Context: an optimization exercise on an open-source flow, tuned for small area, a short achievable clock period and few clock cycles per item. The choices shown serve that exercise and are no tape-out recipe. Only simulation tests tie the RTL to the original design; equivalence was not proved. Power and IR drop assume default switching activity.

--- design/flow/config.mk ---
export PLATFORM = sky130hd
export DESIGN_NAME = formant_peak_picker
export DESIGN_NICKNAME = formant_peak_picker
export VERILOG_FILES = /design/flow/design.v
export SDC_FILE = /design/flow/constraint.sdc
export NUM_CORES = 4
export LEC_CHECK = 0
export ABC_AREA = 1
export CAP_MARGIN = 20
export CORE_MARGIN = 2
export CORE_UTILIZATION = 65
export CTS_CLUSTER_DIAMETER = 100
export CTS_CLUSTER_SIZE = 40
export PLACE_DENSITY = 0.75
export SETUP_SLACK_MARGIN = 4.12
export SLEW_MARGIN = 20
--- design/flow/constraint.sdc ---
create_clock -name core_clock -period 6.5 [get_ports {i_clk}]
set_input_delay 1.3000 -clock core_clock [delete_from_list [all_inputs] [get_ports {i_clk}]]
set_output_delay 1.3000 -clock core_clock [all_outputs]
set_load 0.01 [all_outputs]
--- design/flow/design.v ---
`timescale 1ns / 1ps
package fpp_pkg;
    localparam int AMP_W   = 16;
    localparam int FD_W    = AMP_W + 1;
    localparam int SD_W    = AMP_W + 2;
    localparam int U_W     = AMP_W + 3;
    localparam int POS_W   = 11;           
    localparam int COUNT_W = 5;
    localparam int SLOT_W  = 4;
    localparam int START_W   = 20;
    localparam int STEP_W    = 16;
    localparam int MAX_W     = 5;
    localparam int CFG_W     = 20;
    localparam int CFG_IDX_W = 2;
    localparam int FREQ_W    = 27;
    localparam logic [START_W-1:0] RST_FREQ_START  = START_W'(0);
    localparam logic [STEP_W-1:0]  RST_FREQ_STEP   = STEP_W'(16);
    localparam logic [MAX_W-1:0]   RST_MAX_FORMANT = MAX_W'(10);
    localparam logic [CFG_IDX_W-1:0] CFG_FREQ_START   = 2'd0;
    localparam logic [CFG_IDX_W-1:0] CFG_FREQ_STEP    = 2'd1;
    localparam logic [CFG_IDX_W-1:0] CFG_MAX_FORMANTS = 2'd2;
endpackage
`timescale 1ns / 1ps
import fpp_pkg::*;
module fpp_detect (
    input  logic             i_clk,
    input  logic             i_rst_n,
    input  logic             i_valid,
    input  logic [AMP_W-1:0] i_amplitude,
    input  logic             i_last_bin,
    output logic             o_valid,
    output logic             o_lt,         
    output logic             o_gt,         
    output logic             o_last_bin
);
    logic [AMP_W-1:0]       r_prev_amp;
    logic signed [FD_W-1:0] fd;
    assign fd = $signed({1'b0, i_amplitude}) - $signed({1'b0, r_prev_amp});
    always_ff @(posedge i_clk) begin
        if (i_valid) begin
            r_prev_amp <= i_amplitude;
        end
    end
    logic                   r_valid;
    logic signed [FD_W-1:0] r_fd;
    logic                   r_last;
    logic signed [FD_W-1:0] r_prev_fd;
    logic signed [U_W-1:0]  r_u;
    logic signed [U_W-1:0]  fd_w;
    always_ff @(posedge i_clk) begin
        if (!i_rst_n) begin
            r_valid <= 1'b0;
        end else begin
            r_valid <= i_valid;
        end
    end
    always_ff @(posedge i_clk) begin
        r_fd   <= fd;
        r_last <= i_last_bin;
    end
    assign fd_w = {{(U_W-FD_W){r_fd[FD_W-1]}}, r_fd};
    always_ff @(posedge i_clk) begin
        if (r_valid) begin
            r_prev_fd <= r_fd;
            r_u       <= (fd_w <<< 1) - {{(U_W-FD_W){r_prev_fd[FD_W-1]}}, r_prev_fd};
        end
    end
    assign o_valid    = r_valid;
    assign o_lt       = fd_w < r_u;
    assign o_gt       = !o_lt && (fd_w != r_u);
    assign o_last_bin = r_last;
endmodule
`timescale 1ns / 1ps
import fpp_pkg::*;
module formant_peak_picker (
    input  logic                 i_clk,
    input  logic                 i_rst_n,
    input  logic                 i_cfg_we,
    input  logic [CFG_IDX_W-1:0] i_cfg_index,
    input  logic [CFG_W-1:0]     i_cfg_data,
    input  logic                 i_in_valid,
    output logic                 o_in_stall,
    input  logic [AMP_W-1:0]     i_amplitude,
    input  logic                 i_last_bin,
    output logic                 o_out_valid,
    input  logic                 i_out_stall,
    output logic [FREQ_W-1:0]    o_formant_frequency,
    output logic [SLOT_W-1:0]    o_formant_slot,
    output logic                 o_overflow
);
    localparam int QN = 3;
    logic [START_W-1:0] r_freq_start;
    logic [STEP_W-1:0]  r_freq_step;
    logic [MAX_W-1:0]   r_limit;         
    always_ff @(posedge i_clk) begin
        if (!i_rst_n) begin
            r_freq_start <= RST_FREQ_START;
            r_freq_step  <= RST_FREQ_STEP;
            r_limit      <= RST_MAX_FORMANT;
        end else if (i_cfg_we) begin
            case (i_cfg_index)
                CFG_FREQ_START:   r_freq_start <= START_W'(i_cfg_data);
                CFG_FREQ_STEP:    r_freq_step  <= STEP_W'(i_cfg_data);
                CFG_MAX_FORMANTS: r_limit      <= (MAX_W'(i_cfg_data) > MAX_W'(16)) ?
                                                  MAX_W'(16) : MAX_W'(i_cfg_data);
                default: begin
                end
            endcase
        end
    end
    logic               r_stall;
    logic               in_accept;
    assign in_accept = i_in_valid && !r_stall;
    logic d_valid, d_lt, d_gt, d_last;
    fpp_detect u_detect (
        .i_clk       (i_clk),
        .i_rst_n     (i_rst_n),
        .i_valid     (in_accept),
        .i_amplitude (i_amplitude),
        .i_last_bin  (i_last_bin),
        .o_valid     (d_valid),
        .o_lt        (d_lt),
        .o_gt        (d_gt),
        .o_last_bin  (d_last)
    );
    logic [2:0]         r_q [QN];
    logic [QN-1:0]      r_qv;
    logic [QN-1:0]      qv_pop;
    logic [QN-1:0]      q_wr;
    logic               go;
    logic               pop;
    logic               r_out_valid;
    assign go     = !(r_out_valid && i_out_stall);
    assign pop    = go && r_qv[0];
    assign qv_pop = pop ? {1'b0, r_qv[QN-1:1]} : r_qv;
    assign q_wr   = {QN{d_valid}} & ~qv_pop & {qv_pop[QN-2:0], 1'b1};
    always_ff @(posedge i_clk) begin
        for (int i = 0; i < QN; i++) begin
            if (q_wr[i]) begin
                r_q[i] <= {d_lt, d_gt, d_last};
            end else if (pop && i < QN - 1) begin
                r_q[i] <= r_q[i+1];
            end
        end
    end
    always_ff @(posedge i_clk) begin
        if (!i_rst_n) begin
            r_qv    <= '0;
            r_stall <= 1'b0;
        end else begin
            r_qv    <= qv_pop | q_wr;
            r_stall <= qv_pop[2] || (qv_pop[1] && (in_accept || d_valid)) ||
                       (qv_pop[0] && in_accept && d_valid);
        end
    end
    logic [POS_W-1:0]   r_pos;
    logic               r_falling;
    logic [COUNT_W-1:0] r_count;
    logic [FREQ_W-1:0]  r_freq;
    logic [SLOT_W-1:0]  r_slot;
    logic               r_ovf;
    logic               h_lt, h_gt, h_last;
    logic               active, ge3, lt4, room, peak;
    assign {h_lt, h_gt, h_last} = r_q[0];
    assign active = !r_pos[POS_W-1];
    assign ge3    = r_pos >= POS_W'(3);
    assign lt4    = r_pos < POS_W'(4);
    assign room   = r_count < COUNT_W'(r_limit);
    assign peak   = active && ge3 && h_gt && r_falling;
    always_ff @(posedge i_clk) begin
        if (!i_rst_n) begin
            r_pos       <= '0;
            r_falling   <= 1'b0;
            r_count     <= '0;
            r_out_valid <= 1'b0;
        end else begin
            if (go) begin
                r_out_valid <= pop && peak;
            end
            if (pop) begin
                if (active) begin
                    r_pos <= r_pos + POS_W'(1);
                    if (ge3) begin
                        if (h_lt) begin
                            r_falling <= 1'b1;
                        end else if (h_gt) begin
                            r_falling <= 1'b0;
                        end
                    end
                    if (peak && room) begin
                        r_count <= r_count + COUNT_W'(1);
                    end
                end
                if (h_last) begin
                    r_pos     <= '0;
                    r_falling <= 1'b0;
                    r_count   <= '0;
                end
            end
        end
    end
    logic [STEP_W:0]          lo_sum;
    logic [FREQ_W-STEP_W-1:0] hi_inc;
    logic [FREQ_W-1:0]        freq_add;
    assign lo_sum   = {1'b0, r_freq[STEP_W-1:0]} + {1'b0, r_freq_step};
    assign hi_inc   = r_freq[FREQ_W-1:STEP_W] + 1'b1;
    assign freq_add = {lo_sum[STEP_W] ? hi_inc : r_freq[FREQ_W-1:STEP_W], lo_sum[STEP_W-1:0]};
    always_ff @(posedge i_clk) begin
        if (pop) begin
            if (!room) begin
                r_freq <= '0;
            end else if (lt4) begin
                r_freq <= FREQ_W'(r_freq_start);
            end else begin
                r_freq <= freq_add;
            end
            if (peak) begin
                r_slot <= room ? SLOT_W'(r_count) : '0;
                r_ovf  <= !room;
            end
        end
    end
    assign o_in_stall          = r_stall;
    assign o_out_valid         = r_out_valid;
    assign o_formant_frequency = r_freq;
    assign o_formant_slot      = r_slot;
    assign o_overflow          = r_ovf;
endmodule
--- design/flow/flow/run.sh ---
#!/bin/bash
# Standard layout (the standard.sh) with these changes:
#  - synthesis maps with flow/abc_map.script (ORFS's area script with a
#    required time) instead of ORFS's ABC script; flow/synth.tcl is
#    synth_recipe.tcl with only that substitution;
#  - the port buffers are buf_1 cells;
#  - the clock tree uses clkbuf_8 and no dummy loads.
# The make output goes to standard.log; each tool's log is under orfs/logs.
set -e
here=$(pwd)
export BUFFER_PORTS_ARGS="-buffer_cell sky130_fd_sc_hd__buf_1"
export CTS_ARGS="-sink_clustering_enable -repair_clock_nets -dont_use_dummy_load -buf_list sky130_fd_sc_hd__clkbuf_8"
export MY_ABC_SCRIPT=$here/flow/abc_map.script
sed "s#SYNTH_SCRIPT=[^ ]*#SYNTH_SCRIPT=$here/flow/synth.tcl#" standard.sh > my_standard.sh
grep -q "SYNTH_SCRIPT=$here/flow/synth.tcl" my_standard.sh
bash my_standard.sh > standard.log 2>&1
--- design/flow/flow/abc_map.script ---
strash
dch
map -B 0.9 -D 2200
topo
stime -c
buffer -c
upsize -c
dnsize -c
--- design/flow/flow/synth.tcl ---
proc synth {args} { yosys synth -nofsm -noshare {*}$args }
set f [open $::env(SCRIPTS_DIR)/synth.tcl]
set txt [read $f]
close $f
set n [string first {log_cmd abc {*}$abc_args} $txt]
if { $n < 0 } { error "abc call not found in synth.tcl" }
set txt [string map [list {log_cmd abc {*}$abc_args} {log_cmd abc {*}[lreplace $abc_args 1 1 $::env(MY_ABC_SCRIPT)]}] $txt]
eval $txt
# left out here: clear keep_hierarchy, flatten, clean up, hide names made inside functions, write 1_2_yosys.v
--- design/flow/standard.sh ---
#!/bin/bash
# synth_recipe.tcl (not shown) runs the flow's synth.tcl, then flattens the netlist and writes it again
# the make line also repeats each setting of config.mk as NAME=value (left out here)
make -C /OpenROAD-flow-scripts/flow DESIGN_CONFIG=/design/flow/config.mk WORK_HOME=/design/flow/orfs CLKGATE_MAP_FILE= SYNTH_SCRIPT=/design/flow/synth_recipe.tcl "${@:-finish}"
==> results of run 1 <==
power groups by stage:
stage          clock, mW  combinational, mW  sequential [mW]
2_1_floorplan          0              0.456             1.35
3_3_place_gp           0              0.572             1.36
3_5_place_dp           0              0.586             1.36
4_1_cts            0.565              0.594             1.34
5_1_grt            0.608              0.691             1.35
6_report           0.558              0.606             1.34
metal layers:
layer,track usage,up-vias
li1,-,3675
met1,0.314,3296
met2,0.424,195
met3,0.0489,33
met4,0.0760,0
met5,0,-
repair_timing:
action,in CTS,in global routing
pin swaps,4,9
gates cloned,0,2
gates resized for setup,13,23
setup buffers,1,12
setup endpoints to repair,74,57
state kept, by name (all words and copies together), names as in the netlist, 3 cells and up:
register / flops
r_qv: 3
u_detect.r_prev_amp: 16
r_freq: 27
u_detect.r_fd: 17
r_freq_start: 20
r_limit: 5
r_slot: 4
u_detect.r_prev_fd: 17
u_detect.r_u: 19
r_pos: 11
r_q: 9
r_freq_step: 16
r_count: 5
layout make-up:
| cell class | instances | area share |
|---|---|---|
| clock buffer | 17 | 0.0225 |
| inverter | 148 | 0.0562 |
| multi-input combinational | 692 | 0.430 |
| sequential | 175 | 0.427 |
| tap | 180 | 0.0217 |
| timing repair buffer | 91 | 0.0424 |
| timing repair inverter | 1 | 0.000723 |
logic make-up after synthesis:
kind of cell,after synthesis,synth area share
AOI/OAI and AO/OA,228,0.142
xor gates and xnor gates,44,0.0416
adders and majority gates,78,0.108
buffers and inverters,164,0.0677
DFF,175,0.479
and+or+nand+nor,341,0.163
cells in the final DEF, fill, tap and decap left out, types with 3 or more instances in the layout:
cell type,instances
o21ai_1,8
a21o_1,5
buf_4,12
a21oi_2,11
o21ai_0,63
nor2_2,7
nand4_1,6
o21ai_2,9
nand3_1,36
nand2_2,6
nand3_2,5
xnor2_1,18
edfxtp_1,93
buf_1,73
nor2_4,3
inv_1,135
nand2_4,4
xor2_1,26
a31oi_1,9
o211ai_1,5
dfxtp_1,82
clkinvlp_4,4
clkbuf_8,17
o21bai_1,5
a21oi_1,94
a21oi_4,3
a211oi_1,4
nand2_1,159
nor3_1,9
ha_4,9
nor2_1,91
ha_1,65
inv_2,6
stage by stage:
step	utilization	hold slack, ps	area (sq um)
finish	0.749	458	10400
global placement	0.712	442	9890
global route	0.749	470	10400
floorplan	-	408	9430
CTS	0.733	468	10200
detailed placement	0.712	449	9890
worst max path at each step:
stage	to	slack, ps	cells after the start
floorplan	u_detect.r_fd[10]	3830	8
global placement	r_limit[3]	2900	4
detailed placement	r_stall	2850	4
CTS	r_freq_start[5]	3950	5
global route	r_limit[4]	3940	6
finish	r_limit[2]	4010	6
critical path: stages:
cell	delay, ps
buf_1	280
inv_1	150
nor3_1	560
inv_1	240
a21oi_1	210
a211oi_1	70
==> flow_metrics.tcl, run 1 <==
set metrics [dict create \
    vias 7199 \
    nFillCells 1036 \
    antenna_found_initial 0 \
    syn_nets 1152 \
    postSynthCellCount 1030 \
    wl_mm 18.9 \
    ir_worst_vdd_mv 0.167 \
    wl_met2_mm 9.37 \
    hold_viol 0 \
    topRoutingLayerUsed "met4" \
    via_per_inst 5.52 \
    worst_r2r_endpoint "r_freq[14]" \
    wl_met1_mm 8.24 \
    ys_warn_count 3 \
    dp.cells 1272 \
    dp_hpwl_mm 14.0 \
    cp_max_fo 6 \
    num_antenna_cells 0 \
    synth-edff-count 93 \
    postRouteAntennaNets 0 \
    cts_tree "done" \
    multiInputGateArea_sq_um 4460 \
    p_sw_frac 0.297 \
    synth.area.top_cells "edfxtp_1, dfxtp_1, ha_1" \
    worst_hold_path.endpoint "r_q[2][0]" \
    leakagePower_nw 4.47 \
    end_kind "flip-flop" \
    die_h_microns 123 \
    worstHoldPathType "flip-flop to flip-flop" \
    die_area_sq_um 15200 \
    r2r_cells 9 \
    grt_pass1_vias 6461 \
    setup_tns_ps 0 \
    rows 43 \
    port_buffers 77 \
    dr.pass1.iters 7 \
    hold_start "u_detect.r_last" \
    fmax_mhz 402 \
    drv_cap 0 \
    numClockSinks 175 \
    power_density_nw_per_um2 241 \
    p_clk_frac 0.223 \
    seqPwrFrac 0.535 \
    regArea_sq_um 4430 \
    initial_core_util 0.667 \
    cts-htree-levels 4 \
    avgSynthCellArea_sq_um 8.99 \
    rsz0062_at_grt "yes" \
    finalSetupViolations 0 \
    grt_first_pass_wirelength_mm 29.2 \
    yosys.area.top_type "edfxtp_1" \
    yosysUniqueCellTypes 52 \
    maxSlewViolCount 0 \
    fin_crit_sh 0.383 \
    timing_worst_setup_path_type "primary input to flip-flop" \
    power_mw 2.50 \
    synth_area_sq_um 9260 \
    place_ws_ps 2850 \
    gr-total-overflow 0 \
    async_flop_share 0 \
    dieWidth_microns 123 \
    synth_most_common_cell "nand2_1" \
    cts_hold_buf 0 \
    wl_per_cell_microns 14.5 \
    worst_setup_path_start_kind "primary input" \
    worst_ep_arrival_time_ps 2810 \
    grt_max_degree 37 \
    layout_setup_ws_ps 4010 \
    worst_pin_slew_ps 836 \
    cts_buffers 17 \
    synth_commonest_cells "nand2_1, inv_1, a21oi_1, edfxtp_1, nor2_1" \
    fin_nets 1248 \
    internal_power_mw 1.76 \
    drc_errors 0 \
    syn_to_final_growth_pct 12.2 \
    crit_required_ps 6820 \
    insertion_delay_ps 440 \
    power_frac_comb 0.242 \
    synth_top_area_frac 0.301 \
    synth_flop_cell "edfxtp_1" \
    outcome "timing/DRC/antenna clean" \
    relSlewSlack 0.442 \
    core_sq_um 13900 \
    cts-root-buf "clkbuf_8" \
    drive_gt1_frac 0.110 \
    whs_path_depth 0 \
    reg2reg_slack_ps 4290 \
    reg2reg_from "r_limit[2]" \
    p_sw_mw 0.743 \
    boundaryPins 78 \
    place_congestion 0.875 \
    grt.total_usage 0.247 \
    clockBufferDepth 2 \
    ys_seq_elements 175 \
    wl_met3_microns 844 \
    period_minus_slack_ps 2490 \
    layoutNonFillerInstCount 1304 \
    drtIter0Drc 548 \
    cp-startpoint "i_cfg_index[1]" \
    finClkSkew_ps 24.4 \
    yosysSeqAreaShare 0.479 \
    clk_pin_slew_ps 80 \
]
Testbench counts, summed over its fixed seeds: cycles 32,783, bins 32,768.
==> run 2, diff against run 1 <==
==> design/flow/flow/abc_map.script (replaced) <==
strash
dch
map -B 0.9 -D 2100
topo
stime -c
buffer -c
upsize -c
dnsize -c
==> flow_metrics.tcl, run 2 <==
set metrics [dict create \
    crit_chain "buf_1, ha_4, a21oi_2, o21ai_1, nand3_1, nand4_1, buf_4, xor2_1" \
    port_buffers 77 \
    grt_first_pass_wirelength_mm 30.9 \
    clk_pin_slew_ps 60 \
    drv_cap 0 \
    yosysUniqueCellTypes 48 \
    nFillCells 1077 \
    core_sq_um 13900 \
    place_congestion 0.867 \
    rows 43 \
    postRouteAntennaNets 0 \
    leakagePower_nw 4.54 \
    cp_max_fo 4 \
    dr.pass1.iters 6 \
    most-common-layout-cells "nand2_1, inv_1, a21oi_1" \
    num_antenna_cells 0 \
    gr-total-overflow 0 \
    crit_cells 8 \
    numClockSinks 175 \
    cp_num_buf_inv 2 \
    reg2reg_from "r_freq[0]" \
    crit_required_ps 6820 \
    reg2reg_slack_ps 4250 \
    grt.total_usage 0.263 \
    cts_buffers 17 \
    cts-root-buf "clkbuf_8" \
    worst_pin_slew_ps 848 \
    timing_worst_setup_path_type "primary input to flip-flop" \
    async_flop_share 0 \
    cts_tree "done" \
    cts_hold_buf 0 \
    relSlewSlack 0.434 \
    fmax_mhz 420 \
    ys_seq_elements 175 \
    endpoint "u_detect.r_fd[11]" \
    rsz0062_at_grt "yes" \
    setup_tns_ps 0 \
    synth_flop_cell "edfxtp_1" \
    cp_slowest_stage_delay_ps 240 \
    maxSlewViolCount 0 \
    initial_core_util 0.670 \
    synth_area_sq_um 9330 \
    boundaryPins 78 \
    synth-edff-count 93 \
    cp-startpoint "i_amplitude[2]" \
    insertion_delay_ps 450 \
    hold_viol 0 \
    clockBufferDepth 2 \
    synth_most_common_cell "nand2_1" \
    yosys.area.top_type "edfxtp_1" \
    finClkSkew_ps 21.1 \
    worst_r2r_endpoint "r_freq[10]" \
    ys_warn_count 3 \
    final_common_cell "nand2_1" \
    cts-htree-levels 4 \
    cpMaxStageDelayCell "ha_4" \
    crit_family "buffers and inverters" \
    period_minus_slack_ps 2380 \
    ir_worst_vdd_mv 0.177 \
    synth_commonest_cells "nand2_1, inv_1, a21oi_1, nor2_1, edfxtp_1" \
    via_per_inst 5.56 \
    r2r_cells 10 \
    fin_crit_sh 0.366 \
    syn_to_final_growth_pct 11.2 \
    fin_nets 1277 \
    syn_nets 1178 \
    vias 7412 \
    dp_hpwl_mm 14.7 \
    wl_mm 19.7 \
    synth.area.top_cells "edfxtp_1, dfxtp_1, ha_1" \
    end_kind "flip-flop" \
    grt_max_degree 38 \
    worst_ep_arrival_time_ps 2700 \
    regMostFlops "r_freq" \
    finalSetupViolations 0 \
    die_area_sq_um 15300 \
    avgSynthCellArea_sq_um 8.84 \
    postSynthCellCount 1056 \
    dieWidth_microns 124 \
    drc_errors 0 \
    largest_reg_flops 27 \
    grt_pass1_vias 6717 \
    worst_setup_path_start_kind "primary input" \
    drtIter0Drc 589 \
    drive_gt1_frac 0.0997 \
    die_h_microns 124 \
    reg_top3 "r_freq x27, r_freq_start x20, u_detect.r_u x19" \
    power_density_nw_per_um2 242 \
    worstHoldPathType "flip-flop to flip-flop" \
    outcome "timing/DRC/antenna clean" \
    final_util 0.745 \
    antenna_found_initial 0 \
    yosysSeqAreaShare 0.475 \
    synth_top_area_frac 0.299 \
    wl_per_cell_microns 14.8 \
]
## run 2: worst min path at each step
| stage | from | to | slack [ps] | cells after the start |
|---|---|---|---|---|
| detailed placement | u_detect.r_last | r_q[2][0] | 430 | 0 |
| finish | u_detect.r_last | r_q[2][0] | 440 | 0 |
| CTS | u_detect.r_last | r_q[2][0] | 440 | 0 |
| global route | u_detect.r_last | r_q[2][0] | 450 | 0 |
| global placement | u_detect.r_last | r_q[2][0] | 420 | 0 |
| floorplan | u_detect.r_last | r_q[2][0] | 410 | 0 |
## run 2: kinds of logic after synthesis
family,share of synthesized area
fa+ha+maj,0.107
compound gates,0.142
flops,0.475
xor+xnor,0.0413
buf+inv,0.0684
simple gates,0.166
## run 2: what timing repair did
| item | in CTS | in global routing |
|---|---|---|
| resized for setup | 13 | 20 |
| pin swaps | 4 | 6 |
| cloned | 1 | 0 |
| setup endpoints to repair | 75 | 26 |
| endpoints found under the hold margin | 0 | 0 |
| buffers inserted | 9 | 6 |
## run 2: final cells by class
cell class	count	area, sq um	share of cell area
clock buffers	17	234	0.0225
inverters	153	601	0.0579
multi-input cells	713	4410	0.425
flip-flops and latches	175	4430	0.427
well taps	180	225	0.0217
repair buffers	94	460	0.0444
repair inverters	1	7.51	0.000724
## run 2: report_power, final
group          switching, mW  internal, mW
sequential            0.0508          1.28
combinational          0.371         0.240
clock                  0.333         0.231
total                  0.755          1.76
## run 2: per-layer routing
metal / wire length [microns] / share of wire / vias to the layer above / GRT usage
met4: 397 / 0.020 / 0 / 0.0952
met5: 0 / 0 / - / 0
met2: 9650 / 0.49 / 203 / 0.463
met3: 895 / 0.045 / 29 / 0.0403
li1: - / - / 3746 / -
met1: 8750 / 0.44 / 3434 / 0.329
## run 2: worst reg2reg max path: cells and delay by family (launching register included)
| family | cells | cell delay, ps |
|---|---|---|
| AOI/OAI and AO/OA | 4 | 580 |
| xor gates and xnor gates | 1 | 150 |
| adders and majority gates | 2 | 640 |
| buffers and inverters | 1 | 50 |
| DFF | 1 | 440 |
| and+or+nand+nor | 2 | 160 |
## run 2: stage by stage
| step | std cells | total power, mW | cell area (sq um) | hold WS (ps) | worst slack [ps] |
|---|---|---|---|---|---|
| 6_report | 1333 | 2.51 | 10400 | 439 | 4120 |
| 5_1_grt | 1333 | 2.66 | 10400 | 451 | 4070 |
| 4_1_cts | 1327 | 2.51 | 10300 | 444 | 4130 |
| 3_5_place_dp | 1300 | 1.95 | 9900 | 428 | 3260 |
| 3_3_place_gp | 1300 | 1.93 | 9900 | 423 | 3320 |
| 2_1_floorplan | 1056 | 1.80 | 9440 | 408 | 3870 |
==> run 3, diff against run 2 <==
==> design/flow/flow/abc_map.script (replaced) <==
strash
dch
map -B 0.9 -D 2000
topo
stime -c
buffer -c
upsize -c
dnsize -c
==> flow_metrics.tcl, run 3 <==
set metrics [dict create \
    wl_mm 20.5 \
    drive_gt1_frac 0.0928 \
    clockBufferDepth 2 \
    end_kind "output port" \
    rows 43 \
    vias 7672 \
    worst_r2r_endpoint "u_detect.r_u[16]" \
    reg2reg_from "u_detect.r_fd[0]" \
    via_per_inst 5.66 \
    cp_max_fo 2 \
    finClkSkew_ps 24.2 \
    cts-htree-levels 4 \
    drc_errors 0 \
    grt_first_pass_wirelength_mm 33.2 \
    final_common_cell "nand2_1" \
    internal_power_mw 1.76 \
    leakagePower_nw 4.58 \
    port_buffers 77 \
    grt.total_usage 0.264 \
    r2r_cells 8 \
    synth.area.top_cells "edfxtp_1, dfxtp_1, ha_1" \
    endpoint "o_formant_frequency[2]" \
    num_antenna_cells 0 \
    grt_max_degree 38 \
    place_congestion 0.925 \
    yosysSeqAreaShare 0.471 \
    wl_per_cell_microns 15.1 \
    p_clk_frac 0.222 \
    place_ws_ps 3440 \
    power_mw 2.53 \
    cts_buffers 17 \
    finalSetupViolations 0 \
    rsz0062_at_grt "yes" \
    die_area_sq_um 15500 \
    cp_slowest_stage_delay_ps 450 \
    outcome "timing/DRC/antenna clean" \
    syn_to_final_growth_pct 11.2 \
    ir_worst_vdd_mv 0.231 \
    p_sw_mw 0.775 \
    crit_chain "buf_1" \
    cpMaxStageDelayCell "edfxtp_1" \
    antenna_found_initial 0 \
    crit_required_ps 5200 \
    grt_pass1_vias 7003 \
    cp-startpoint "r_freq[2]" \
    seqPwrFrac 0.530 \
    hold_viol 0 \
    cts-root-buf "clkbuf_8" \
    worst_setup_path_start_kind "flip-flop" \
    crit_cells 1 \
    worst_pin_slew_ps 962 \
    insertion_delay_ps 450 \
    ys_seq_elements 175 \
    regMostFlops "r_freq" \
    maxSlewViolCount 0 \
    synth_top_area_frac 0.297 \
    drv_cap 0 \
    drtIter0Drc 545 \
    place_area_sq_um 10000 \
    clk_pin_slew_ps 80 \
    most-common-layout-cells "nand2_1, inv_1, nor2_1" \
    die_h_microns 124 \
    fin_area_sq_um 10500 \
    final_util 0.748 \
    gr-total-overflow 0 \
    worstHoldPathType "flip-flop to flip-flop" \
    syn_nets 1200 \
    cts_tree "done" \
    boundaryPins 78 \
    relSlewSlack 0.358 \
    synth_flop_cell "edfxtp_1" \
    setup_tns_ps 0 \
    initial_core_util 0.673 \
    cts_hold_buf 0 \
    avgSynthCellArea_sq_um 8.73 \
    synth-edff-count 93 \
    power_density_nw_per_um2 242 \
    synth_area_sq_um 9410 \
    fin_crit_sh 0.363 \
    timing_worst_setup_path_type "flip-flop to output port" \
    cp_num_buf_inv 1 \
    core_sq_um 14000 \
    postRouteAntennaNets 0 \
    layout_setup_ws_ps 4140 \
    crit_family "flip-flops" \
    yosysUniqueCellTypes 49 \
    dieWidth_microns 124 \
    dr.pass1.iters 5 \
    async_flop_share 0 \
    worst_ep_arrival_time_ps 1060 \
    period_minus_slack_ps 2360 \
    synth_most_common_cell "nand2_1" \
    dp_hpwl_mm 14.8 \
    numClockSinks 175 \
    reg_top3 "r_freq x27, r_freq_start x20, u_detect.r_u x19" \
    reg2reg_slack_ps 4290 \
    postSynthCellCount 1078 \
    largest_reg_flops 27 \
    fin_nets 1299 \
    ys_warn_count 3 \
    fmax_mhz 424 \
    p_sw_frac 0.306 \
    synth_commonest_cells "nand2_1, inv_1, a21oi_1, nor2_1, edfxtp_1" \
    power_frac_comb 0.247 \
    yosys.area.top_type "edfxtp_1" \
]
[run 3: changes by cell type after synthesis, sizes merged, moves of 3 or more]
cell | before | now
nand3 | 39 | 50
nand2 | 184 | 193
nor2 | 107 | 114
o22ai | 4 | 0
a211oi | 7 | 4
nor3 | 11 | 8
o21a | 1 | 4
o21bai | 6 | 9
[run 3: cell families after synthesis]
| family | synth area share |
|---|---|
| AND/OR/NAND/NOR | 0.177 |
| AO/OA/AOI/OAI | 0.137 |
| flip-flops | 0.471 |
| buffers and inverters | 0.0686 |
| adder cells (fa/ha/maj) | 0.106 |
| XOR/XNOR | 0.0400 |
[run 3: timing repair]
item	in CTS	in global routing
buffers inserted	2	12
gates cloned	1	2
gates resized for setup	11	12
pin swaps	2	7
setup endpoints to repair	78	46
[run 3: layer usage]
layer	track usage	wire [microns]	vias up
li1	-	-	3812
met1	0.356	8770	3581
met2	0.430	9990	248
met3	0.0584	1390	31
met4	0.0793	371	0
met5	0	0	-
[run 3: stage by stage]
| stage | hold WS [ps] | cells |
|---|---|---|
| after floorplan | 408 | 1078 |
| after global placement | 445 | 1321 |
| after detailed placement | 450 | 1321 |
| after CTS | 467 | 1341 |
| after global routing | 488 | 1355 |
| final | 456 | 1355 |
[run 3: worst register-to-register path: stages, from the launching register on]
cell and delay, ps:
dfxtp_1 400, inv_1 100, fa_1 490, o21ai_2 210, a21oi_2 110, o21ai_1 290
nand3_1 180, nand3_1 130, nand2_1 50
[run 3: layout make-up]
type	instances	area, sq um
multi-input combinational	736	4540
sequential	175	4440
fill	1080	3530
inverter	154	608
timing repair buffer	92	414
clock buffer	17	234
tap	180	225
timing repair inverter	1	7.51
[run 3: power groups by stage]
| stage | logic (mW) | clock network [mW] | registers (mW) |
|---|---|---|---|
| floorplan | 0.466 | 0 | 1.35 |
| detailed placement | 0.608 | 0 | 1.37 |
| global route | 0.718 | 0.621 | 1.35 |
| CTS | 0.617 | 0.575 | 1.34 |
| finish | 0.627 | 0.563 | 1.34 |
| global placement | 0.597 | 0 | 1.37 |
[run 3: worst min path at each step]
stage / from / cells past startpoint / slack [ps] / endpoint
floorplan: u_detect.r_last / 0 / 410 / r_q[2][0]
detailed placement: u_detect.r_last / 0 / 450 / r_q[2][0]
CTS: r_limit[4] / 2 / 470 / r_limit[4]
global placement: u_detect.r_last / 0 / 440 / r_q[2][0]
finish: u_detect.r_last / 0 / 460 / r_q[2][0]
global route: r_limit[0] / 2 / 490 / r_limit[0]
==> run 4, diff against run 3 <==
--- a/design/flow/config.mk
+++ b/design/flow/config.mk
@@ -14,3 +14,3 @@
 export PLACE_DENSITY = 0.75
-export SETUP_SLACK_MARGIN = 4.12
+export SETUP_SLACK_MARGIN = 4.2
 export SLEW_MARGIN = 20
==> flow_metrics.tcl, run 4 <==
set metrics [dict create \
    outcome "timing/DRC/antenna clean" \
    cts-root-buf "clkbuf_8" \
    hold_start "r_stall" \
    ys_warn_count 3 \
    reg2reg_from "r_freq[0]" \
    synth-edff-count 93 \
    whs_ps 462 \
    die_h_microns 124 \
    leakagePower_nw 4.79 \
    reg_top3 "r_freq x27, r_freq_start x20, u_detect.r_u x19" \
    most-common-layout-cells "nand2_1, inv_1, nor2_1" \
    yosys.area.top_type "edfxtp_1" \
    regMostFlops "r_freq" \
    setup_tns_ps 0 \
    crit_required_ps 5200 \
    hold_viol 0 \
    cp_max_fo 2 \
    syn_nets 1200 \
    wl_per_cell_microns 15.2 \
    clk_pin_slew_ps 80 \
    synth_most_common_cell "nand2_1" \
    vias 7621 \
    synth_top_area_frac 0.297 \
    drc_errors 0 \
    via_per_inst 5.53 \
    drtIter0Drc 543 \
    grt_use_met2 0.493 \
    finalSetupViolations 0 \
    clockBufferDepth 2 \
    finClkSkew_ps 22.2 \
    ir_worst_vdd_mv 0.159 \
    cpMaxStageDelayCell "edfxtp_1" \
    postSynthCellCount 1078 \
    syn_to_final_growth_pct 13.2 \
    cp_num_buf_inv 1 \
    worst_setup_path_start_kind "flip-flop" \
    yosysSeqAreaShare 0.471 \
    port_buffers 77 \
    core_sq_um 14000 \
    period_minus_slack_ps 2370 \
    fin_nets 1321 \
    avgSynthCellArea_sq_um 8.73 \
    drv_cap 0 \
    dieWidth_microns 124 \
    worst_r2r_endpoint "r_freq[10]" \
    initial_core_util 0.673 \
    timing_worst_setup_path_type "flip-flop to output port" \
    numClockSinks 175 \
    maxSlewViolCount 0 \
    grt_pass1_vias 7478 \
    postRouteAntennaNets 0 \
    synth_area_sq_um 9410 \
    relSlewSlack 0.371 \
    worst_ep_arrival_time_ps 1070 \
    whs_path_depth 1 \
    ys_seq_elements 175 \
    boundaryPins 78 \
    place_area_sq_um 10000 \
    synth_commonest_cells "nand2_1, inv_1, a21oi_1, nor2_1, edfxtp_1" \
    worstHoldPathType "flip-flop to flip-flop" \
    rows 43 \
    r2r_cells 11 \
    fin_crit_sh 0.364 \
    final_common_cell "nand2_1" \
    met3_usage 0.0610 \
    num_antenna_cells 0 \
    cts_buffers 17 \
    grt_max_degree 38 \
    power_density_nw_per_um2 239 \
    synth_flop_cell "edfxtp_1" \
    worst_pin_slew_ps 943 \
    gr-total-overflow 0 \
    async_flop_share 0 \
    busiest_layer "met2" \
    wl_mm 21.0 \
    cts_tree "done" \
    synth.area.top_cells "edfxtp_1, dfxtp_1, ha_1" \
    dp_hpwl_mm 14.6 \
    largest_reg_flops 27 \
    antenna_found_initial 0 \
    place_congestion 0.963 \
    rsz0062_at_grt "yes" \
    grt_first_pass_wirelength_mm 34.8 \
    cp_slowest_stage_delay_ps 440 \
    cts-htree-levels 4 \
    reg2reg_slack_ps 4220 \
    yosysUniqueCellTypes 49 \
    use_met1 0.341 \
    grt.total_usage 0.277 \
    drive_gt1_frac 0.136 \
    end_kind "output port" \
    crit_family "flip-flops" \
    worst_hold_path.endpoint "u_detect.r_valid" \
    insertion_delay_ps 470 \
    die_area_sq_um 15500 \
    fin_area_sq_um 10700 \
    crit_chain "buf_2" \
    fmax_mhz 423 \
    dr.pass1.iters 5 \
]
## run 4: cell counts after synthesis
No cell type changed its count.
## run 4: repair_timing
item,4_1_cts,5_1_grt
endpoints found under the setup margin,96,57
pin swaps,5,3
hold buffers,0,0
resized for setup,14,39
gates cloned,1,0
buffers inserted,25,11
## run 4: routing by layer
metal	routed length, microns	up-vias
met1	8970	3521
li1	-	3856
met3	1010	30
met4	339	0
met5	0	-
met2	10600	214
## run 4: worst max-delay path by stage
stage                   startpoint                      to  slack (ps)  cells after the start
finish                   r_freq[0]  o_formant_frequency[0]        4130                      1
global route             r_freq[0]              r_freq[10]        4060                     11
CTS                      r_freq[0]  o_formant_frequency[0]        4140                      1
detailed placement  i_cfg_index[0]         r_freq_step[11]        3480                      5
global placement       i_out_stall               r_q[2][1]        3530                      9
floorplan              i_out_stall               r_q[2][0]        3880                      8
## run 4: power by group
part | leakage, nW | internal [mW] | switching (mW)
Sequential | 1.56 | 1.28 | 0.0560
Combinational | 3.11 | 0.252 | 0.391
Clock | 0.122 | 0.231 | 0.332
## run 4: layout make-up
type                    count  area [sq um]
flip-flops and latches    175          4440
well taps                 180           225
inverters                 154           602
multi-input cells         735          4530
repair buffers            116           624
clock buffers              17           234
fillers                  1076          3330
## run 4: logic make-up (layout without fill, tap and decap cells)
kind of cell,count (synthesis),after routing,share of synthesized area
simple gates,385,386,0.177
compound gates,228,228,0.137
buf+inv,169,287,0.0686
fa+ha+maj,78,78,0.106
xor+xnor,43,43,0.0400
flops,175,175,0.471
## run 4: metrics by stage
step,utilization,instances,setup WS (ps),total power [mW]
6_report,0.762,1377,4130,2.55
5_1_grt,0.762,1377,4060,2.69
4_1_cts,0.750,1366,4140,2.54
3_5_place_dp,0.717,1323,3480,1.98
3_3_place_gp,0.717,1323,3530,1.96
2_1_floorplan,-,1078,3880,1.82
==> run 5, diff against run 4 <==
--- a/design/flow/config.mk
+++ b/design/flow/config.mk
@@ -10,7 +10,7 @@
 export CORE_MARGIN = 2
-export CORE_UTILIZATION = 65
+export CORE_UTILIZATION = 45
 export CTS_CLUSTER_DIAMETER = 100
 export CTS_CLUSTER_SIZE = 40
-export PLACE_DENSITY = 0.75
-export SETUP_SLACK_MARGIN = 4.2
+export PLACE_DENSITY = 0.6
+export SETUP_SLACK_MARGIN = 4.12
 export SLEW_MARGIN = 20
==> flow_metrics.tcl, run 5 <==
set metrics [dict create \
    synth_flop_cell "edfxtp_1" \
    wl_mm 20.6 \
    clockBufferDepth 2 \
    crit_required_ps 6880 \
    reg2reg_slack_ps 4210 \
    synth-edff-count 93 \
    cts_hold_buf 0 \
    whs_ps 453 \
    final_common_cell "nand2_1" \
    synth-adder-area-share 0.106 \
    outcome "timing/DRC/antenna clean" \
    core_sq_um 20400 \
    p_clk_frac 0.223 \
    place_congestion 0.828 \
    wl_per_cell_microns 14.2 \
    synth-compound-area-share 0.137 \
    rows 52 \
    synth_simple_gate_area_frac 0.177 \
    ys_warn_count 3 \
    power_frac_comb 0.248 \
    boundaryPins 78 \
    avgSynthCellArea_sq_um 8.73 \
    final_util 0.520 \
    ys_seq_elements 175 \
    async_flop_share 0 \
    endpoint "u_detect.r_fd[10]" \
    worstHoldPathType "flip-flop to flip-flop" \
    synth_top_area_frac 0.297 \
    via_per_inst 5.04 \
    leakagePower_nw 4.62 \
    vias 7300 \
    fin_nets 1302 \
    synth-xor-area-share 0.0400 \
    worst_pin_slew_ps 961 \
    die_area_sq_um 22100 \
    regMostFlops "r_freq" \
    grt_first_pass_wirelength_mm 34.0 \
    synthMuxAreaShare 0 \
    power_density_nw_per_um2 239 \
    reg_top3 "r_freq x27, r_freq_start x20, u_detect.r_u x19" \
    synth_commonest_cells "nand2_1, inv_1, a21oi_1, nor2_1, edfxtp_1" \
    place_ws_ps 3300 \
    period_minus_slack_ps 2360 \
    synth.area.top_cells "edfxtp_1, dfxtp_1, ha_1" \
    dieWidth_microns 149 \
    cts_tree "done" \
    timing_worst_setup_path_type "primary input to flip-flop" \
    initial_core_util 0.462 \
    drc_errors 0 \
    insertion_delay_ps 460 \
    gr-total-overflow 0 \
    drive_gt1_frac 0.0959 \
    seqPwrFrac 0.528 \
    worst_r2r_endpoint "r_freq[19]" \
    dp_hpwl_mm 15.3 \
    die_h_microns 149 \
    dr.pass1.iters 7 \
    maxSlewViolCount 0 \
    grt.total_usage 0.195 \
    num_antenna_cells 0 \
    antenna_found_initial 0 \
    drtIter0Drc 401 \
    grt_max_degree 38 \
    clk_pin_slew_ps 70 \
    internal_power_mw 1.76 \
    cp-startpoint "i_amplitude[1]" \
    cp_max_fo 3 \
    syn_nets 1200 \
    numClockSinks 175 \
    p_sw_frac 0.306 \
    end_kind "flip-flop" \
    setup_tns_ps 0 \
    fmax_mhz 424 \
    nFillCells 1980 \
    fin_crit_sh 0.363 \
    rsz0062_at_grt "yes" \
    r2r_cells 9 \
    port_buffers 77 \
    finClkSkew_ps 24.0 \
    grt_pass1_vias 7002 \
    finalSetupViolations 0 \
    yosysSeqAreaShare 0.471 \
    postSynthCellCount 1078 \
    relSlewSlack 0.359 \
    syn_to_final_growth_pct 12.6 \
    layout_setup_ws_ps 4140 \
    ir_worst_vdd_mv 0.148 \
    drv_cap 0 \
    most-common-layout-cells "nand2_1, inv_1, nor2_1" \
    yosys.area.top_type "edfxtp_1" \
    cts-root-buf "clkbuf_8" \
    cts_buffers 17 \
    yosysUniqueCellTypes 49 \
    cts-htree-levels 4 \
    postRouteAntennaNets 0 \
    synth_most_common_cell "nand2_1" \
    synth_area_sq_um 9410 \
    synth_top_family_by_area "simple AND/OR/NAND/NOR gates" \
    p_sw_mw 0.774 \
    reg2reg_from "r_freq[0]" \
    worst_ep_arrival_time_ps 2730 \
    hold_viol 0 \
    largest_reg_flops 27 \
    worst_setup_path_start_kind "primary input" \
]
-- run 5: critical path, stage by stage --
cell and delay (ps):
buf_1 140, inv_1 80, fa_2 420, o21ai_4 220
a21oi_4 90, o21ai_2 200, nand2_1 70, nand2_1 70
xor2_1 140
-- run 5: logic make-up (layout without fill, tap and decap cells) --
family | after synthesis | count (layout)
AOI/OAI and AO/OA | 228 | 228
xor gates and xnor gates | 43 | 43
adders and majority gates | 78 | 78
buffers and inverters | 169 | 268
DFF | 175 | 175
and+or+nand+nor | 385 | 386
-- run 5: what timing repair did --
action / 4_1_cts / 5_1_grt
cloned: 1 / 0
hold endpoints to repair: 0 / 0
buffers inserted: 12 / 6
endpoints found under the setup margin: 76 / 16
pin swaps: 3 / 6
gates resized for setup: 10 / 15
-- run 5: area by class of cell --
cell class | instances | area, sq um | area share
clock buffer | 17 | 234 | 0.0221
tap | 270 | 338 | 0.0319
sequential | 175 | 4440 | 0.419
multi-input combinational | 735 | 4510 | 0.425
timing repair buffer | 97 | 475 | 0.0449
inverter | 154 | 606 | 0.0572
-- run 5: per-layer routing --
metal  part of all wire  global-route usage  routed length (microns)
met4              0.011              0.0500                      233
met2               0.47               0.325                     9760
met3              0.040              0.0356                      828
met1               0.47               0.262                     9790
met5                  0                   0                        0
-- run 5: worst min-delay path by stage --
stage,slack (ps),to,from,cells after the start
after floorplan,410,r_q[2][0],u_detect.r_last,0
after global placement,450,r_q[2][0],u_detect.r_last,0
after detailed placement,450,r_q[2][0],u_detect.r_last,0
after CTS,460,r_q[2][0],u_detect.r_last,0
after global routing,480,r_q[2][0],u_detect.r_last,0
final,450,r_q[2][0],u_detect.r_last,0
-- run 5: power groups by stage --
stage                     sequential, mW  combinational, mW  clock [mW]
after floorplan                     1.35              0.466           0
after global placement              1.36              0.608           0
after detailed placement            1.37              0.617           0
after CTS                           1.34              0.630       0.591
after global routing                1.35              0.729       0.629
final                               1.34              0.629       0.566
-- run 5: through the flow --
step                      cells  cell area (sq um)  power [mW]
after floorplan            1078               9550        1.81
after global placement     1412              10100        1.97
after detailed placement   1412              10100        1.98
after CTS                  1442              10500        2.56
after global routing       1448              10600        2.71
final                      1448              10600        2.53
==> run 6, diff against run 5 <==
--- a/design/flow/config.mk
+++ b/design/flow/config.mk
@@ -10,7 +10,7 @@
 export CORE_MARGIN = 2
-export CORE_UTILIZATION = 45
+export CORE_UTILIZATION = 55
 export CTS_CLUSTER_DIAMETER = 100
 export CTS_CLUSTER_SIZE = 40
-export PLACE_DENSITY = 0.6
-export SETUP_SLACK_MARGIN = 4.12
+export PLACE_DENSITY = 0.7
+export SETUP_SLACK_MARGIN = 4.17
 export SLEW_MARGIN = 20
==> flow_metrics.tcl, run 6 <==
set metrics [dict create \
    outcome "timing/DRC/antenna clean" \
    postRouteAntennaNets 0 \
    async_flop_share 0 \
    worst_setup_path_start_kind "primary input" \
    layout_setup_ws_ps 4140 \
    place_congestion 0.915 \
    crit_top_cell "nand2_1" \
    hold_viol 0 \
    insertion_delay_ps 450 \
    core_sq_um 16600 \
    cts_hold_buf 0 \
    ir_worst_vdd_mv 0.213 \
    die_area_sq_um 18200 \
    internal_power_mw 1.77 \
    initial_core_util 0.566 \
    clk_pin_slew_ps 90 \
    wl_per_cell_microns 14.4 \
    drv_cap 0 \
    leakagePower_nw 4.75 \
    synth-edff-count 93 \
    drive_gt1_frac 0.126 \
    synth_flop_cell "edfxtp_1" \
    grt_first_pass_wirelength_mm 33.7 \
    final_common_cell "nand2_1" \
    yosysUniqueCellTypes 49 \
    vias 7516 \
    synth_top_area_frac 0.297 \
    synth.area.top_cells "edfxtp_1, dfxtp_1, ha_1" \
    rows 47 \
    grt_max_degree 38 \
    finalSetupViolations 0 \
    cp_num_buf_inv 2 \
    cts_tree "done" \
    end_kind "flip-flop" \
    fmax_mhz 424 \
    numClockSinks 175 \
    period_minus_slack_ps 2360 \
    num_antenna_cells 0 \
    cp_max_fo 3 \
    finClkSkew_ps 28.6 \
    avgSynthCellArea_sq_um 8.73 \
    grt_pass1_vias 7119 \
    reg_top3 "r_freq x27, r_freq_start x20, u_detect.r_u x19" \
    via_per_inst 5.30 \
    die_h_microns 135 \
    crit_required_ps 6890 \
    power_frac_comb 0.252 \
    place_ws_ps 3450 \
    synth_area_sq_um 9410 \
    p_clk_frac 0.223 \
    most-common-layout-cells "nand2_1, inv_1, nor2_1" \
    cpMaxStageDelayCell "fa_2" \
    grt.total_usage 0.232 \
    postSynthCellCount 1078 \
    drc_errors 0 \
    crit_chain "buf_8, inv_8, ha_4, fa_2, o21ai_4, a21oi_2, o21ai_2, nand2_1, nand2_1, xor2_1" \
    yosys.area.top_type "edfxtp_1" \
    dieWidth_microns 135 \
    seqPwrFrac 0.525 \
    antenna_found_initial 0 \
    p_sw_mw 0.776 \
    yosysSeqAreaShare 0.471 \
    syn_to_final_growth_pct 13.7 \
    dr.pass1.iters 7 \
    wl_mm 20.5 \
    crit_family "adder cells" \
    rsz0062_at_grt "yes" \
    cts_buffers 17 \
    drtIter0Drc 461 \
    ys_seq_elements 175 \
    maxSlewViolCount 0 \
    relSlewSlack 0.370 \
    ys_warn_count 3 \
    clockBufferDepth 2 \
    setup_tns_ps 0 \
    cts-htree-levels 4 \
    gr-total-overflow 0 \
    cp_slowest_stage_delay_ps 410 \
    boundaryPins 78 \
    syn_nets 1200 \
    synth_commonest_cells "nand2_1, inv_1, a21oi_1, nor2_1, edfxtp_1" \
    worst_pin_slew_ps 944 \
    fin_crit_sh 0.363 \
    fin_nets 1322 \
    p_sw_frac 0.305 \
    synth_most_common_cell "nand2_1" \
    worstHoldPathType "flip-flop to flip-flop" \
    timing_worst_setup_path_type "primary input to flip-flop" \
    worst_ep_arrival_time_ps 2750 \
    power_density_nw_per_um2 238 \
    dp_hpwl_mm 14.6 \
    cts-root-buf "clkbuf_8" \
    largest_reg_flops 27 \
    regMostFlops "r_freq" \
    port_buffers 77 \
]
==> run 6: cell families (layout without fill, tap and decap cells) <==
| logic type | count (synthesis) | after routing | synth area share |
|---|---|---|---|
| AND/OR/NAND/NOR | 385 | 386 | 0.177 |
| XOR/XNOR | 43 | 43 | 0.0400 |
| buffers and inverters | 169 | 288 | 0.0686 |
| flip-flops | 175 | 175 | 0.471 |
| adder cells (fa/ha/maj) | 78 | 78 | 0.106 |
| AO/OA/AOI/OAI | 228 | 228 | 0.137 |
==> run 6: path summary, 6_finish.rpt <==
| check | start | endpoint | slack [ps] | depth (start not counted) |
|---|---|---|---|---|
| setup reg to reg | r_freq[2] | r_freq[15] | 4270 | 15 |
| hold / removal | u_detect.r_last | r_q[2][0] | 440 | 0 |
| hold reg to reg | u_detect.r_last | r_q[2][0] | 440 | 0 |
| setup / recovery | i_amplitude[0] | u_detect.r_fd[10] | 4140 | 10 |
==> run 6: power by group through the flow <==
stage | clock [mW] | combinational [mW] | sequential (mW)
finish | 0.566 | 0.642 | 1.34
global route | 0.624 | 0.739 | 1.35
CTS | 0.583 | 0.631 | 1.34
detailed placement | 0 | 0.610 | 1.36
global placement | 0 | 0.601 | 1.36
floorplan | 0 | 0.466 | 1.35
==> run 6: what timing repair did <==
action,CTS,global route
buffers inserted,22,15
endpoints found under the hold margin,0,0
gates cloned,1,0
pin swaps,5,5
endpoints found under the setup margin,81,50
gates resized for setup,9,33
==> run 6: metal layers <==
metal / global-route usage / up-vias / part of all wire
met1: 0.313 / 3454 / 0.47
met4: 0.0643 / 0 / 0.015
li1: - / 3859 / -
met2: 0.384 / 178 / 0.47
met5: 0 / - / 0
met3: 0.0413 / 25 / 0.041
==> run 6: final cells by class <==
cell class,count,area (sq um)
Clock buffer,17,234
Multi-Input combinational cell,735,4530
Tap cell,220,275
Inverter,154,604
Fill cell,1472,5940
Sequential cell,175,4440
Timing Repair Buffer,117,623
==> run 6: through the flow <==
stage / hold WS [ps] / cell area (sq um) / std cells / utilization / power (mW)
floorplan: 408 / 9550 / 1078 / - / 1.81
global placement: 429 / 10100 / 1363 / 0.605 / 1.96
detailed placement: 425 / 10100 / 1363 / 0.605 / 1.97
CTS: 443 / 10500 / 1403 / 0.632 / 2.55
global route: 453 / 10700 / 1418 / 0.643 / 2.71
finish: 444 / 10700 / 1418 / 0.643 / 2.54
==> run 7, diff against run 6 <==
==> design/flow/flow/abc_map.script (replaced) <==
strash
dch
map -B 0.9 -D 1900
topo
stime -c
buffer -c
upsize -c
dnsize -c
--- a/design/flow/config.mk
+++ b/design/flow/config.mk
@@ -14,3 +14,3 @@
 export PLACE_DENSITY = 0.7
-export SETUP_SLACK_MARGIN = 4.17
+export SETUP_SLACK_MARGIN = 4.12
 export SLEW_MARGIN = 20
==> flow_metrics.tcl, run 7 <==
set metrics [dict create \
    grt_max_degree 37 \
    leakagePower_nw 4.82 \
    wl_per_cell_microns 13.9 \
    core_sq_um 17200 \
    drive_gt1_frac 0.103 \
    drc_errors 0 \
    timing_worst_setup_path_type "flip-flop to output port" \
    worstHoldPathType "flip-flop to flip-flop" \
    grt_first_pass_wirelength_mm 33.1 \
    synth_most_common_cell "nand2_1" \
    largest_reg_flops 27 \
    cp_slowest_stage_delay_ps 420 \
    worst_setup_path_start_kind "flip-flop" \
    die_h_microns 136 \
    worst_pin_slew_ps 769 \
    avgSynthCellArea_sq_um 8.53 \
    place_area_sq_um 10300 \
    dieWidth_microns 136 \
    grt.total_usage 0.225 \
    period_minus_slack_ps 2420 \
    worst_ep_arrival_time_ps 1120 \
    antenna_found_initial 0 \
    whs_ps 443 \
    relSlewSlack 0.487 \
    cp_max_fo 2 \
    reg2reg_slack_ps 4220 \
    crit_chain "buf_6, buf_6" \
    yosys.area.top_type "edfxtp_1" \
    place_congestion 0.890 \
    synth_commonest_cells "nand2_1, inv_1, nor2_1, a21oi_1, edfxtp_1" \
    fin_area_sq_um 10700 \
    synth_flop_cell "edfxtp_1" \
    yosysSeqAreaShare 0.460 \
    cts_tree "done" \
    reg2reg_from "r_freq[0]" \
    rsz0062_at_grt "yes" \
    rows 48 \
    dr.pass1.iters 5 \
    power_density_nw_per_um2 241 \
    insertion_delay_ps 460 \
    crit_required_ps 5200 \
    async_flop_share 0 \
    ys_seq_elements 175 \
    fin_nets 1352 \
    finalSetupViolations 0 \
    drv_cap 0 \
    syn_to_final_growth_pct 11.3 \
    whs_path_depth 0 \
    cp_num_buf_inv 2 \
    maxSlewViolCount 0 \
    die_area_sq_um 18600 \
    end_kind "output port" \
    numClockSinks 175 \
    cts-htree-levels 4 \
    cpMaxStageDelayCell "edfxtp_1" \
    synth_area_sq_um 9630 \
    setup_tns_ps 0 \
    via_per_inst 5.24 \
    ir_worst_vdd_mv 0.153 \
    worst_r2r_endpoint "r_freq[21]" \
    grt_pass1_vias 7230 \
    num_antenna_cells 0 \
    power_mw 2.58 \
    postRouteAntennaNets 0 \
    dp_hpwl_mm 15.4 \
    cts-root-buf "clkbuf_8" \
    reg_top3 "r_freq x27, r_freq_start x20, u_detect.r_u x19" \
    boundaryPins 78 \
    outcome "timing/DRC/antenna clean" \
    regMostFlops "r_freq" \
    most-common-layout-cells "nand2_1, inv_1, nor2_1" \
    yosysUniqueCellTypes 51 \
    fmax_mhz 413 \
    hold_start "u_detect.r_last" \
    gr-total-overflow 0 \
    synth-edff-count 93 \
    drtIter0Drc 379 \
    postSynthCellCount 1130 \
    crit_top_cell "buf_6" \
    wl_mm 20.2 \
    final_util 0.622 \
    worst_hold_path.endpoint "r_q[2][0]" \
    cts_buffers 17 \
    synth.area.top_cells "edfxtp_1, dfxtp_1, ha_1" \
    crit_family "flip-flops" \
    clockBufferDepth 2 \
    ys_warn_count 3 \
    initial_core_util 0.559 \
    syn_nets 1252 \
    hold_viol 0 \
    synth_top_area_frac 0.290 \
    clk_pin_slew_ps 90 \
    finClkSkew_ps 23.7 \
    vias 7610 \
    port_buffers 77 \
    final_common_cell "nand2_1" \
    fin_crit_sh 0.373 \
    r2r_cells 12 \
]
[run 7: power breakdown]
group	internal, mW	switching [mW]
logic	0.262	0.416
clock network	0.231	0.338
registers	1.28	0.0513
[run 7: how the worst max path moves through the flow]
stage / slack (ps) / end / cells past startpoint / from
2_1_floorplan: 3880 / u_detect.r_fd[10] / 9 / i_amplitude[0]
3_3_place_gp: 3540 / u_detect.r_fd[10] / 10 / i_amplitude[0]
3_5_place_dp: 3490 / u_detect.r_fd[10] / 10 / i_amplitude[0]
4_1_cts: 4060 / o_formant_frequency[0] / 2 / r_freq[0]
5_1_grt: 4020 / o_formant_frequency[0] / 2 / r_freq[0]
6_report: 4080 / o_formant_frequency[0] / 2 / r_freq[0]
[run 7: layout make-up]
cell class                 instances  area [sq um]
timing repair inverter             1          7.51
multi-input combinational        767          4650
fill                            1544          6520
inverter                         173           664
timing repair buffer              95           447
tap                              225           282
clock buffer                      17           234
sequential                       175          4430
[run 7: cells by family (layout without fill, tap and decap cells)]
kind of cell,Yosys count,after routing,synth area share
AND/OR/NAND/NOR,420,420,0.187
AO/OA/AOI/OAI,228,228,0.138
buffers and inverters,188,286,0.0740
flip-flops,175,175,0.460
adder cells (fa/ha/maj),78,78,0.104
XOR/XNOR,41,41,0.0373
[run 7: per-stage QoR]
stage	setup slack, ps	cells
3_3_place_gp	3540	1420
6_report	4080	1453
5_1_grt	4020	1453
3_5_place_dp	3490	1420
4_1_cts	4060	1447
2_1_floorplan	3880	1130
[run 7: worst register-to-register path: stages (launching register included)]
cell        delay (ps)
edfxtp_1           420
ha_2               210
fa_2               350
nand3_1            110
nand2_2             80
nand2_1             80
nand2_2             90
nand2_1             90
nand2_2             80
nand3_2             90
nand3_1             90
nand2_2            150
clkinvlp_4         180
[run 7: timing repair]
action,CTS,global route
cloned,1,0
setup endpoints to repair,23,41
setup buffers,9,6
pin swaps,0,5
gates resized for setup,10,17
hold buffers,0,0
[run 7: per-layer routing]
layer	up-vias	share of wire	global-route usage
met5	-	0	0
met4	0	0.020	0.0793
met3	31	0.040	0.0377
met2	160	0.48	0.382
met1	3459	0.46	0.291
li1	3960	-	-
==> run 8, diff against run 7 <==
==> design/flow/flow/abc_map.script (replaced) <==
strash
dch
map -B 0.9 -D 2000
topo
stime -c
buffer -c
upsize -c
dnsize -c
==> flow_metrics.tcl, run 8 <==
set metrics [dict create \
    outcome "timing/DRC/antenna clean" \
    crit_chain "clkbuf_2" \
    async_flop_share 0 \
    most-common-layout-cells "nand2_1, inv_1, nor2_1" \
    die_area_sq_um 18200 \
    reg_top3 "r_freq x27, r_freq_start x20, u_detect.r_u x19" \
    power_density_nw_per_um2 242 \
    grt_pass1_vias 7146 \
    finalSetupViolations 0 \
    regMostFlops "r_freq" \
    worst_r2r_endpoint "r_freq[16]" \
    place_congestion 0.904 \
    ys_warn_count 3 \
    cts_tree "done" \
    cts-htree-levels 4 \
    worst_setup_path_start_kind "flip-flop" \
    cts_buffers 17 \
    vias 7404 \
    grt_max_degree 37 \
    crit_required_ps 5200 \
    setup_tns_ps 0 \
    synth-edff-count 93 \
    final_util 0.630 \
    dp_hpwl_mm 14.8 \
    fin_crit_sh 0.364 \
    crit_family "flip-flops" \
    gr-total-overflow 0 \
    reg2reg_slack_ps 4190 \
    largest_reg_flops 27 \
    synth_flop_cell "edfxtp_1" \
    port_buffers 77 \
    fin_nets 1302 \
    core_sq_um 16600 \
    ir_worst_vdd_mv 0.171 \
    drc_errors 0 \
    rows 47 \
    avgSynthCellArea_sq_um 8.73 \
    ys_seq_elements 175 \
    postRouteAntennaNets 0 \
    r2r_cells 8 \
    num_antenna_cells 0 \
    clk_pin_slew_ps 100 \
    grt_first_pass_wirelength_mm 33.6 \
    drv_cap 0 \
    period_minus_slack_ps 2370 \
    via_per_inst 5.30 \
    crit_cells 1 \
    worstHoldPathType "flip-flop to flip-flop" \
    cp-startpoint "r_freq[25]" \
    rsz0062_at_grt "yes" \
    drive_gt1_frac 0.0917 \
    hold_viol 0 \
    cp_num_buf_inv 1 \
    wl_per_cell_microns 14.4 \
    synth_most_common_cell "nand2_1" \
    yosysSeqAreaShare 0.471 \
    drtIter0Drc 517 \
    grt.total_usage 0.230 \
    synth.area.top_cells "edfxtp_1, dfxtp_1, ha_1" \
    initial_core_util 0.566 \
    finClkSkew_ps 30.6 \
    yosysUniqueCellTypes 49 \
    syn_to_final_growth_pct 11.5 \
    reg2reg_from "r_freq[0]" \
    final_common_cell "nand2_1" \
    worst_pin_slew_ps 905 \
    dieWidth_microns 135 \
    antenna_found_initial 0 \
    dr.pass1.iters 5 \
    numClockSinks 175 \
    yosys.area.top_type "edfxtp_1" \
    clockBufferDepth 2 \
    worst_ep_arrival_time_ps 1070 \
    wl_mm 20.1 \
    die_h_microns 135 \
    relSlewSlack 0.396 \
    cp_slowest_stage_delay_ps 440 \
    maxSlewViolCount 0 \
    syn_nets 1200 \
    insertion_delay_ps 460 \
    endpoint "o_formant_frequency[25]" \
    hold_start "u_detect.r_last" \
    boundaryPins 78 \
    fmax_mhz 423 \
    end_kind "output port" \
    cts-root-buf "clkbuf_8" \
    synth_area_sq_um 9410 \
    cp_max_fo 4 \
    timing_worst_setup_path_type "flip-flop to output port" \
    postSynthCellCount 1078 \
    cpMaxStageDelayCell "edfxtp_1" \
    synth_top_area_frac 0.297 \
    synth_commonest_cells "nand2_1, inv_1, a21oi_1, nor2_1, edfxtp_1" \
    leakagePower_nw 4.61 \
]
==> run 8: cell types whose count changed in the layout (fill, tap and decap cells not counted), sizes merged, moves of 4 or more <==
cell,change
inv,-16
nand2,-14
nand3,-10
nor2,-8
buf,+7
nor3,-7
a21boi,-6
a21o,-5
clkbuf,-5
xor2,+4
==> run 8: final cells by class <==
| cell class | instances | area (sq um) |
|---|---|---|
| fillers | 1441 | 6150 |
| clock buffers | 17 | 234 |
| flip-flops and latches | 175 | 4440 |
| well taps | 220 | 275 |
| inverters | 154 | 602 |
| repair buffers | 97 | 448 |
| multi-input cells | 735 | 4500 |
==> run 8: cell families (layout without fill, tap and decap cells) <==
| logic type | after synthesis | in the layout | synth area share |
|---|---|---|---|
| flip-flops | 175 | 175 | 0.471 |
| AO/OA/AOI/OAI | 228 | 228 | 0.137 |
| buffers and inverters | 169 | 268 | 0.0686 |
| adder cells (fa/ha/maj) | 78 | 78 | 0.106 |
| AND/OR/NAND/NOR | 385 | 386 | 0.177 |
| XOR/XNOR | 43 | 43 | 0.0400 |
==> run 8: where the power goes <==
group	switching, mW	internal (mW)	leakage (nW)
Combinational	0.391	0.243	2.93
Clock	0.333	0.231	0.122
Sequential	0.0527	1.28	1.56
Total	0.777	1.76	4.61
==> run 8: metrics by stage <==
stage	setup slack, ps	hold WS, ps	power, mW	area, sq um	std cells
4_1_cts	4100	456	2.55	10400	1387
6_report	4130	455	2.54	10500	1398
2_1_floorplan	3880	408	1.81	9550	1078
5_1_grt	4060	462	2.70	10500	1398
3_5_place_dp	3390	438	1.98	10100	1363
3_3_place_gp	3520	431	1.96	10100	1363
==> run 8: worst register-to-register path: stages (launching register included) <==
cell      delay [ps]
edfxtp_1         440
ha_1             250
fa_1             400
nand3_1           80
nand2_1          150
a21oi_2          280
o211ai_1         110
nand2_1           70
inv_1            200
==> run 8: worst min-delay path by stage <==
stage / slack [ps] / cells after the start / end
6_report: 460 / 0 / r_q[2][0]
5_1_grt: 460 / 0 / r_q[2][0]
4_1_cts: 460 / 0 / r_q[2][0]
3_5_place_dp: 440 / 0 / r_q[2][0]
3_3_place_gp: 430 / 0 / r_q[2][0]
2_1_floorplan: 410 / 0 / r_q[2][0]
==> run 8: timing repair <==
item | 4_1_cts | 5_1_grt
hold buffers | 0 | 0
hold endpoints to repair | 0 | 0
gates resized for setup | 6 | 10
pin swaps | 2 | 5
endpoints found under the setup margin | 55 | 30
buffers inserted | 6 | 11
gates cloned | 1 | 0
==> run 8: metal layers <==
metal,global-route usage,part of all wire,wire length [microns]
met2,0.376,0.46,9320
met4,0.0696,0.020,393
met1,0.311,0.47,9500
met5,0,0,0
met3,0.0454,0.046,933

[afterwards: timing with drivers on the ports]
Ports are ideal in the flow. The routed layouts listed here were re-timed in OpenROAD. Step 1, drivers: a clkbuf_16 drives i_clk and a buf_2 each remaining input, both assumed. Step 2 times the ports against the registers' clock, not the clock port: input delays grow and output delays shrink by t, the midpoint of the rising clock arrivals with the driver on. Three values: ideal, step 1, step 2; two values: the first two.
run | t (ns) | setup slack, ns | clock arrival spread, ns | worst register clock-pin slew, ns | worst slew at a driven data input, ns
run 1 | 0.464 | 4.012 / 4.024 / 3.561 | 0.025 / 0.025 | 0.08 / 0.08 | 0.07
run 2 | 0.483 | 4.121 / 4.093 / 3.657 | 0.021 / 0.022 | 0.09 / 0.09 | 0.05
run 3 | 0.481 | 4.142 / 4.103 / 3.709 | 0.025 / 0.025 | 0.09 / 0.09 | 0.07
run 4 | 0.490 | 4.135 / 4.098 / 3.729 | 0.023 / 0.023 | 0.09 / 0.09 | 0.03
run 5 | 0.483 | 4.142 / 4.113 / 3.663 | 0.031 / 0.030 | 0.10 / 0.10 | 0.04
run 6 | 0.478 | 4.144 / 4.112 / 3.654 | 0.034 / 0.035 | 0.10 / 0.10 | 0.05
run 7 | 0.482 | 4.077 / 4.041 / 3.694 | 0.028 / 0.027 | 0.10 / 0.10 | 0.04
run 8 | 0.487 | 4.134 / 4.094 / 3.698 | 0.034 / 0.033 | 0.10 / 0.10 | 0.04
After both steps every run listed still meets setup and hold. For run 6, which loses most, drivers alone change the setup slack by -0.032 ns; drivers and shift together by -0.490 ns.
